This design comes from an exercise in tuning for small area, a short achievable clock period and few clock cycles on the open sky130 flow, not from production work. The RTL was checked by simulation tests, not by an equivalence proof against the original design. Power figures rest on the tool's default switching activity, not on a simulated workload.

rev 12:
==> flow/design.v (excerpt) <==
module cpu #(
    parameter int rob_depth = 8
) (
    input  logic                        clk,
    input  logic                        rst,
    input  logic [cpu_pkg::instr_w-1:0] instr,
    input  logic                        instr_valid,
    input  logic [15:0]                 sw,
    output logic                        stall,
    output cpu_pkg::data_t              led,
    output logic                        retire_valid,
    output cpu_pkg::reg_addr_t          retire_rd,
    output cpu_pkg::data_t              retire_value,
    output logic                        retire_write
);
Size in the first run: ~1600 cells after synthesis, ~230 flip-flops, roughly 58 I/O pins, roughly 13000 um2 of cells after synthesis.
export LEC_CHECK = 0
export ABC_AREA = 1
export CAP_MARGIN = 20
export CORE_MARGIN = 2
export CORE_UTILIZATION = 40
export SETUP_SLACK_MARGIN = 3.4
export SLEW_MARGIN = 20
create_clock -name core_clock -period 5.5 [get_ports {clk}]
run.sh (not shown) runs the stock make flow with config.mk's settings and CLKGATE_MAP_FILE= SYNTH_SCRIPT=/design/flow/synth_recipe.tcl, a recipe that flattens the netlist after the stock synthesis.
In summary, rev 12 completed successfully, with a layout that passed the timing, design-rule and antenna checks.
Testbench counts of rev 12, summed over its fixed seeds: cycles 4,663.
diff inputs: rev 12 => rev 13
Settings: setting CTS_CLUSTER_SIZE to 28 for the first time; changing SETUP_SLACK_MARGIN from 3.4 to 3.2.
## What came out
Compared with rev 12, rev 13 is more frugal on power.
Summary of rev 13 over rev 12: net switching power went down by about 3%, worst hold slack stayed essentially flat.
Summary of rev 13 over rev 12: HPWL after detailed placement now smaller; share of the core filled with cells went down 3.0 points; number of buffers inserted during clock tree synthesis saw a decrease.
Against rev 12, count of clock-buffer cells in the layout in rev 13 fell by more than 10%.
Via count of the first global-routing pass of rev 13 falls short of that of rev 12 by a few percent.
Final area, rev 13 vs rev 12: down by a few percent
Rev 13: number of ordinary and repair buffers in the finished layout about 30% below rev 12
Rev 13: clock group share of total power 0.6 points above rev 12

## purple
Starting RTL as in the previous note.
make LEC_CHECK=0 ABC_AREA=1 CAP_MARGIN=20 CORE_MARGIN=2 CORE_UTILIZATION=40 SETUP_SLACK_MARGIN=3.6 SLEW_MARGIN=20 finish   # period 5.5 ns
Testbench counts of purple, summed over its fixed seeds: cycles 4,663.
Modified inputs, orange compared to purple
# purple
export LEC_CHECK = 0
export ABC_AREA = 1
export CAP_MARGIN = 20
export CORE_MARGIN = 2
export CORE_UTILIZATION = 40
export SETUP_SLACK_MARGIN = 3.6
export SLEW_MARGIN = 20
create_clock -name core_clock -period 5.5 [get_ports {clk}]
# orange
export LEC_CHECK = 0
export CAP_MARGIN = 20
export CORE_MARGIN = 2
export CORE_UTILIZATION = 40
export SETUP_SLACK_MARGIN = 3.0
export SLEW_MARGIN = 20
create_clock -name core_clock -period 5.5 [get_ports {clk}]
==> results.txt <==
Via count: orange < purple. Power sits higher in orange than in purple. Taking purple as the reference, in orange clock buffer count in the final layout has decreased; area occupied by registers shrank by 38 um2; area of the die saw an increase; final sum of negative setup slack was more or less identical.

cpu, a different RTL version from the one above (not shown whole).
For scale: ~1600 cells after synthesis, roughly 230 flip-flops.
clock: 5.5 ns
lec_check: 0
abc_area: 1
cap_margin: 20
core_margin: 2
core_utilization: 40
cts_buf_list: sky130_fd_sc_hd__clkbuf_8
setup_slack_margin: 3.2
slew_margin: 20
The first run ran to the end with no violations.
Testbench counts at the start, summed over its fixed seeds: cycles 4,663.
Rerun with:
--- a/flow/config.mk
+++ b/flow/config.mk
@@ -11,2 +11 @@
-export CORE_UTILIZATION = 40
-export CTS_BUF_LIST = sky130_fd_sc_hd__clkbuf_8
+export CORE_UTILIZATION = 33
- The changed run finished clean
- die area rose by 21%
- combinational power fell by about 6%
- final cell count rose by 2.4%
- cell area rose by 0.81%
- via count fell by 0.83%
- clock-buffer cell count fell by 6
- wire length fell by 1.0%
- clock power rose by 14%
- clock skew fell by 0.042 ns
Rerun with:
--- a/flow/config.mk
+++ b/flow/config.mk
@@ -9 +9 @@
-export CAP_MARGIN = 20
+export CAP_MARGIN = 0
@@ -11 +11 @@
-export CORE_UTILIZATION = 33
+export CORE_UTILIZATION = 50
@@ -13 +13 @@
-export SLEW_MARGIN = 20
+export SLEW_MARGIN = 0
The changed run produced a clean layout.
Cell area fell by 1.4%.
Cell count fell by 6.9%.
Total power fell by 1.6%.
Rerun with:
--- a/flow/config.mk
+++ b/flow/config.mk
@@ -9 +9 @@
-export CAP_MARGIN = 0
+export CAP_MARGIN = 20
@@ -11 +11 @@
-export CORE_UTILIZATION = 50
+export CORE_UTILIZATION = 40
@@ -13 +13 @@
-export SLEW_MARGIN = 0
+export SLEW_MARGIN = 20
Fmax grows by 0.33%.
Final cell count grows by 3.6%.
Worst setup slack is better by 0.0076 ns.
Rerun with:
--- a/flow/config.mk
+++ b/flow/config.mk
@@ -11 +11 @@
-export CORE_UTILIZATION = 40
+export CORE_UTILIZATION = 50
=> Cell area drops by 1.6%. Flip-flop and latch count does not change. Total power decreases by 4.6%. Wire length grows by 0.63%. Non-clock buffer count falls by 2. Area after synthesis does not change. Setup slack is worse by 0.0034 ns. Sequential power hardly moves.

RTL: one of the versions met above, not the one the previous note started from.
For scale: ~230 flip-flops, roughly 58 I/O pins, ~13000 sq um of cells after synthesis.
make LEC_CHECK=0 ABC_AREA=1 CAP_MARGIN=20 CORE_MARGIN=2 CORE_UTILIZATION=40 SETUP_SLACK_MARGIN=3.2 SLEW_MARGIN=20 finish   # period 5.5 ns
The baseline ran to the end with no violations.
Testbench counts at the start, summed over its fixed seeds: cycles 4,663.
Next try:
Settings changed: SETUP_SLACK_MARGIN 3.2 to 3.0, TNS_END_PERCENT from default to 10.
Effect: Design area came out lower by 3.4%; global-route usage came out lower by 0.23 points; maximum frequency came out lower by 15%; flip-flop and latch count stays the same; area after synthesis does not change; setup slack gets worse by 410 ps; critical path depth came out lower by 2.
Next try:
Settings changed: SETUP_SLACK_MARGIN 3.0 to 3.2.
What happened: The changed run went through all stages and came out clean. Setup slack gets better by 110 ps. Critical path depth is unchanged. Design area goes up by 2.2%. Clock power hardly moves.
Next try:
Settings changed: SETUP_SLACK_MARGIN 3.2 to 3.0, TNS_END_PERCENT 10 to default.
Effect: The changed run finished clean. Die area stays the same. Routed wire length falls slightly. Clock power is about the same. Area after synthesis stays the same. Cell area decreases by a few percent. Maximum frequency increases by a little under a tenth. Global-route usage is about the same. Count of clock-buffer cells in the layout is unchanged. Synthesized cell count stays the same. Combinational power fell by a little under a tenth. Sequential power hardly moves.

what the ideal ports hide:
The results above use ideal ports. As a check the final layouts listed here were re-extracted and re-timed, cells and wires unchanged. Step 1: set_driving_cell puts a clkbuf_16 on clk and a buf_2 on each other input, an assumption about the parent block. Step 2 also shifts input and output timing later by t, the mid clock arrival at the registers, as if the neighbouring blocks saw the same clock. Slacks: ideal / step 1 / step 2; pairs: ideal / step 1.
run	shift t [ns]	setup slack, ns	latest minus earliest clock arrival (ns)
rev 12	0.605	3.225 / 3.173 / 2.860	0.041 / 0.041
rev 13	0.601	3.227 / 3.177 / 2.662	0.024 / 0.024
purple	0.594	3.229 / 3.178 / 3.077	0.035 / 0.034
orange	0.591	2.975 / 2.975 / 2.628	0.012 / 0.013
the first run of note 3	0.597	3.194 / 3.176 / 2.620	0.058 / 0.058
the second run of note 3	0.581	3.216 / 3.166 / 2.767	0.016 / 0.016
the third run of note 3	0.568	3.220 / 3.172 / 2.716	0.017 / 0.018
the fourth run of note 3	0.601	3.228 / 3.176 / 2.685	0.021 / 0.021
the fifth run of note 3	0.575	3.225 / 3.175 / 2.698	0.021 / 0.021
the first run of note 4	0.601	3.227 / 3.177 / 2.662	0.024 / 0.024
the second run of note 4	0.599	2.816 / 2.766 / 2.289	0.026 / 0.026
the third run of note 4	0.606	2.930 / 2.875 / 2.665	0.025 / 0.024
the fourth run of note 4	0.601	3.131 / 3.081 / 2.817	0.026 / 0.026
After both steps setup and hold are still met in every run listed. The setup slack of the first run of note 3, which loses most, moves by -0.018 ns with the drivers and by -0.574 ns with both steps.
